This is an optimization exercise on Yosys and OpenROAD, whose aim is small area, a short achievable clock period and few clock cycles per item, not a production implementation.
The RTL was checked by simulation tests, not by an equivalence proof against the original design.
No activity file was given, so power comes from the tool's default toggle rates.

Setup of exp/yarrow:
Design des_core, start of the top module:
module des_core (
    input  logic            ck,
    input  logic            rst,
    input  logic            key_load,
    input  logic            decrypt,
    input  logic            start,
    input  des_pkg::block_t key,
    input  des_pkg::block_t din,
    output des_pkg::block_t dout,
    output logic            done,
    output logic            busy
);
    logic             key_capture;
    logic             load_block;
    logic             round_en;
    logic             one_shift;
    logic             pend;
    des_pkg::subkey_t subkey;
    des_control u_control (
        .ck          (ck),
        .rst         (rst),
        .start       (start),
        .key_load    (key_load),
        .pend        (pend),
        .key_capture (key_capture),
        .load_block  (load_block),
        .round_en    (round_en),
        .one_shift   (one_shift),
        .done        (done),
        .busy        (busy)
    );
    des_key_schedule u_key_schedule (
        .ck          (ck),
        .rst         (rst),
        .key_capture (key_capture),
        .decrypt     (decrypt),
        .key         (key),
        .round_en    (round_en),
        .one_shift   (one_shift),
        .pend        (pend),
        .subkey      (subkey)
    );
    des_block_path u_block_path (
        .ck         (ck),
        .load_block (load_block),
        .round_en   (round_en),
        .din        (din),
        .subkey     (subkey),
        .dout       (dout)
    );
endmodule
clock: 6.0 ns
lec_check: 0
abc_area: 1
cap_margin: 20
core_margin: 2
core_utilization: 40
setup_slack_margin: 3.5
slew_margin: 20
standard.sh (not shown) runs the stock make flow with config.mk's settings and CLKGATE_MAP_FILE= SYNTH_SCRIPT=/design/flow/synth_recipe.tcl, a recipe that flattens the netlist after the stock synthesis.
==> flow/flow/run.sh <==
#!/bin/bash
# The standard layout (standard.sh), with two changes to how it is made:
#  - the port buffers are plain buf_1 cells instead of the delay cells
#    buffer_ports picks by itself;
#  - synthesis skips the half/full-adder extraction (no ADDER_MAP_FILE), so the
#    S-box logic is left whole to ABC. Registers are unchanged.
# Each tool's output stays in orfs/logs/; make's own output goes to flow_make.log.
set -euo pipefail
export BUFFER_PORTS_ARGS="-buffer_cell sky130_fd_sc_hd__buf_1"
export ADDER_MAP_FILE=
bash standard.sh finish > flow_make.log 2>&1
Every stage of the flow completed for exp/yarrow, and the final layout passed the timing, design-rule and antenna checks.
Testbench counts of exp/yarrow, summed over its fixed seeds: cycles 23,199, blocks 1,280.
#### Input delta (exp/juniper over exp/yarrow)
# exp/yarrow
export LEC_CHECK = 0
export ABC_AREA = 1
export CAP_MARGIN = 20
export CORE_MARGIN = 2
export CORE_UTILIZATION = 40
export SETUP_SLACK_MARGIN = 3.5
export SLEW_MARGIN = 20
create_clock -name core_clock -period 6.0 [get_ports {ck}]
# exp/juniper
export LEC_CHECK = 0
export CAP_MARGIN = 20
export CORE_MARGIN = 2
export CORE_UTILIZATION = 40
export SETUP_SLACK_MARGIN = 3.0
export SLEW_MARGIN = 20
create_clock -name core_clock -period 6.0 [get_ports {ck}]
==> flow/run.sh (new file) <==
#!/bin/bash
# synth_recipe.tcl (not shown) runs the flow's synth.tcl, then flattens the netlist and writes it again
# the make line also repeats each setting of config.mk as NAME=value (left out here)
make -C /OpenROAD-flow-scripts/flow DESIGN_CONFIG=/design/flow/config.mk WORK_HOME=/design/flow/orfs CLKGATE_MAP_FILE= SYNTH_SCRIPT=/design/flow/synth_recipe.tcl finish
removed: flow/flow/run.sh
removed: flow/standard.sh
Notes after the runs:
- In the reports for exp/juniper and exp/yarrow, the larger final clock skew belongs to exp/juniper.
- Share of the final layout cell area in multi-input gates, exp/juniper and exp/yarrow: higher on exp/juniper
- Comparing exp/juniper and exp/yarrow, fraction of the cycle the final worst path needs is lower on exp/yarrow.
- Clock network power essentially unchanged between exp/juniper and exp/yarrow.
- Measured against each other, exp/juniper and exp/yarrow differ in footprint of the multi-input gates, the lower figure coming from exp/yarrow.
- Comparing exp/juniper and exp/yarrow, power share of the clock group is lower on exp/juniper.

* * *

== oak ==
Another version of the RTL of des_core (not shown whole).
Size: ~130 flip-flops, ~200 I/O pins.
Settings: LEC_CHECK=0, ABC_AREA=1, CAP_MARGIN=20, CORE_MARGIN=2, CORE_UTILIZATION=40, CTS_BUF_LIST=sky130_fd_sc_hd__clkbuf_4 sky130_fd_sc_hd__clkbuf_8, SETUP_SLACK_MARGIN=3.65, SLEW_MARGIN=20; clock period 6.0 ns.
==> flow/flow/run.sh <==
#!/bin/bash
# The standard layout (standard.sh), with these changes to how it is made:
#  - the port buffers are plain buf_1 cells instead of the delay cells
#    buffer_ports picks by itself;
#  - synthesis skips the half/full-adder extraction (no ADDER_MAP_FILE), so the
#    S-box logic is left whole to ABC;
set -euo pipefail
export BUFFER_PORTS_ARGS="-buffer_cell sky130_fd_sc_hd__buf_1"
export ADDER_MAP_FILE=
if [[ -f flow/abc.script ]]; then
  rm -rf own_scripts
  cp -r "$FLOW_HOME/scripts" own_scripts
  cp flow/abc.script own_scripts/abc_area.script
  SCRIPTS_DIR="$PWD/own_scripts" bash standard.sh synth > flow_synth.log 2>&1
fi
bash standard.sh finish > flow_make.log 2>&1
==> flow/flow/abc.script <==
&get -n
&st
&dch -f
&nf -R 1000
&put
topo
stime -c
buffer -c
upsize -c
dnsize -c
Testbench counts of oak, summed over its fixed seeds: cycles 23,199, blocks 1,280.
[inputs] pine vs oak
# oak
export LEC_CHECK = 0
export ABC_AREA = 1
export CAP_MARGIN = 20
export CORE_MARGIN = 2
export CORE_UTILIZATION = 40
export CTS_BUF_LIST = sky130_fd_sc_hd__clkbuf_4 sky130_fd_sc_hd__clkbuf_8
export SETUP_SLACK_MARGIN = 3.65
export SLEW_MARGIN = 20
create_clock -name core_clock -period 6.0 [get_ports {ck}]
# pine
export LEC_CHECK = 0
export ABC_AREA = 1
export CAP_MARGIN = 20
export CORE_MARGIN = 2
export CORE_UTILIZATION = 40
export SETUP_SLACK_MARGIN = 3.5
export SLEW_MARGIN = 20
create_clock -name core_clock -period 6.0 [get_ports {ck}]
==> flow/flow/run.sh <==
#!/bin/bash
# The standard layout (standard.sh), with two changes to how it is made:
#  - the port buffers are plain buf_1 cells instead of the delay cells
#    buffer_ports picks by itself;
#  - synthesis skips the half/full-adder extraction (no ADDER_MAP_FILE), so the
#    S-box logic is left whole to ABC. Registers are unchanged.
# Each tool's output stays in orfs/logs/; make's own output goes to flow_make.log.
set -euo pipefail
export BUFFER_PORTS_ARGS="-buffer_cell sky130_fd_sc_hd__buf_1"
export ADDER_MAP_FILE=
bash standard.sh finish > flow_make.log 2>&1
removed: flow/flow/abc.script
Results
Per the comparison of pine with oak, growth of design area from synthesis to finish went down; achievable frequency went down; worst-case setup margin in the final layout went down. Between pine and oak, it is pine whose number of instances in the synthesized netlist is higher, by 575. Between pine and oak, the ratio of final minimum period to clock period is higher for pine. The higher core utilization of pine and oak is in oak. pine against oak: relative contribution of combinational cells to total power went down 1.4 points, clock tree buffer count of the final layout went down 1. Across both runs, combinational power was lower for pine than for oak. When pine is measured against oak, its sequential share of layout area turns out 3.1 points lower.
Input changes introduced in birch (baseline for comparison: pine):
# pine
export LEC_CHECK = 0
export ABC_AREA = 1
export CAP_MARGIN = 20
export CORE_MARGIN = 2
export CORE_UTILIZATION = 40
export SETUP_SLACK_MARGIN = 3.5
export SLEW_MARGIN = 20
create_clock -name core_clock -period 6.0 [get_ports {ck}]
# birch
export LEC_CHECK = 0
export ABC_AREA = 1
export CAP_MARGIN = 20
export CORE_MARGIN = 2
export CORE_UTILIZATION = 40
export SETUP_SLACK_MARGIN = 3.65
export SLEW_MARGIN = 20
create_clock -name core_clock -period 6.0 [get_ports {ck}]
-- flow/flow/run.sh --
<<< pine, line 2
# The standard layout (standard.sh), with two changes to how it is made:
>>> birch, line 2
# The standard layout (standard.sh), with these changes to how it is made:
<<< pine, line 6
#    S-box logic is left whole to ABC. Registers are unchanged.
# Each tool's output stays in orfs/logs/; make's own output goes to flow_make.log.
>>> birch, line 6
#    S-box logic is left whole to ABC;
<<< pine, line 11
>>> birch, line 10
if [[ -f flow/abc.script ]]; then
  rm -rf own_scripts
  cp -r "$FLOW_HOME/scripts" own_scripts
  cp flow/abc.script own_scripts/abc_area.script
  SCRIPTS_DIR="$PWD/own_scripts" bash standard.sh synth > flow_synth.log 2>&1
fi
==> flow/flow/abc.script (new file) <==
&get -n
&st
&dch -f
&nf -R 1000
&put
topo
stime -c
buffer -c
upsize -c
dnsize -c
[summary]
Total global-route track usage ends up higher on pine. What birch reported for tapcell count has to be multiplied by 1.18 to get the figure for pine. Side by side, total of clock buffers placed in the layout turned out higher in birch than in pine. birch ended up with a lower fraction of power consumed by combinational cells than pine did.
Edits applied to the flow inputs when going from birch to maple:
# birch
export LEC_CHECK = 0
export ABC_AREA = 1
export CAP_MARGIN = 20
export CORE_MARGIN = 2
export CORE_UTILIZATION = 40
export SETUP_SLACK_MARGIN = 3.65
export SLEW_MARGIN = 20
create_clock -name core_clock -period 6.0 [get_ports {ck}]
# maple
export LEC_CHECK = 0
export ABC_AREA = 1
export CAP_MARGIN = 20
export CORE_MARGIN = 2
export CORE_UTILIZATION = 40
export CTS_BUF_LIST = sky130_fd_sc_hd__clkbuf_8
export SETUP_SLACK_MARGIN = 3.5
export SLEW_MARGIN = 20
create_clock -name core_clock -period 6.0 [get_ports {ck}]
### Flow results
- maple ends up with a final routed wire length divided by cell count that is about 0.7% higher than in birch.
- maple ended with less sequential power than birch.
- Per the comparison of maple with birch, post-route cell area has decreased; register-to-register slack has decreased.
- Comparing maple and birch, the higher largest driver fanout on the critical path is on maple.
- [maple vs birch] layout-stage area growth over the synthesis result: lower in maple
- | first-iteration DRC count | maple vs birch | worse |
- For the sum of routed wire length over all layers, maple came in about 0.8% higher than birch did.
- When the final numbers for maple and birch were put side by side, the share of the clock period used by the worst path turned out to be smaller in birch.
The following lists how cedar was set up differently from maple:
# maple
export LEC_CHECK = 0
export ABC_AREA = 1
export CAP_MARGIN = 20
export CORE_MARGIN = 2
export CORE_UTILIZATION = 40
export CTS_BUF_LIST = sky130_fd_sc_hd__clkbuf_8
export SETUP_SLACK_MARGIN = 3.5
export SLEW_MARGIN = 20
create_clock -name core_clock -period 6.0 [get_ports {ck}]
# cedar
export LEC_CHECK = 0
export ABC_AREA = 1
export CAP_MARGIN = 20
export CORE_MARGIN = 2
export CORE_UTILIZATION = 40
export CTS_BUF_LIST = sky130_fd_sc_hd__clkbuf_8
export SETUP_SLACK_MARGIN = 3.8
export SLEW_MARGIN = 20
create_clock -name core_clock -period 6.0 [get_ports {ck}]
Results
cedar vs. maple: count of placed standard cells in the final layout, fillers left out +5.3%; total power after layout +19%; combinational group share of total power higher; met2 routing resource usage after global routing lost 1.5 points; top-level I/O count has remained practically unchanged.

port drivers added, routing unchanged:
The flow's constraints put no driver on any port. The routed layouts listed below were extracted and timed again, unchanged, in two steps. Step 1 (the two cells are an assumption about what drives the block):
set clk [get_ports {ck}]
set_driving_cell -lib_cell sky130_fd_sc_hd__clkbuf_16 $clk
set_driving_cell -lib_cell sky130_fd_sc_hd__buf_2 [delete_from_list [all_inputs] $clk]
Step 2 adds t to the input delays and takes it off the output delays; t is the mean of the earliest and latest rising clock arrival at the registers after step 1. Input paths then give back, and output paths get back, about the clock's delay inside the block. Three values: ideal, step 1, step 2; two values: the first two.
| run | t, ns | slack for setup (ns) | latest minus earliest clock arrival (ns) | slew at the worst register clock pin (ns) | worst data-port slew with drivers (ns) |
|---|---|---|---|---|---|
| exp/yarrow | 0.492 | 3.504 / 3.449 / 3.146 | 0.012 / 0.013 | 0.07 / 0.07 | 0.06 |
| exp/juniper | 0.478 | 3.043 / 2.994 / 2.653 | 0.022 / 0.022 | 0.07 / 0.07 | 0.06 |
| oak | 0.491 | 3.675 / 3.632 / 3.247 | 0.012 / 0.012 | 0.09 / 0.09 | 0.08 |
| pine | 0.470 | 3.568 / 3.523 / 3.182 | 0.015 / 0.014 | 0.07 / 0.07 | 0.05 |
| birch | 0.473 | 3.638 / 3.592 / 3.305 | 0.009 / 0.009 | 0.06 / 0.06 | 0.08 |
| maple | 0.498 | 3.549 / 3.506 / 3.258 | 0.016 / 0.016 | 0.09 / 0.09 | 0.05 |
| cedar | 0.495 | 3.759 / 3.717 / 3.359 | 0.017 / 0.017 | 0.09 / 0.09 | 0.07 |
After both steps setup and hold are still met in every run listed. The setup slack of oak, which loses most, moves by -0.043 ns with the drivers and by -0.428 ns with both steps.
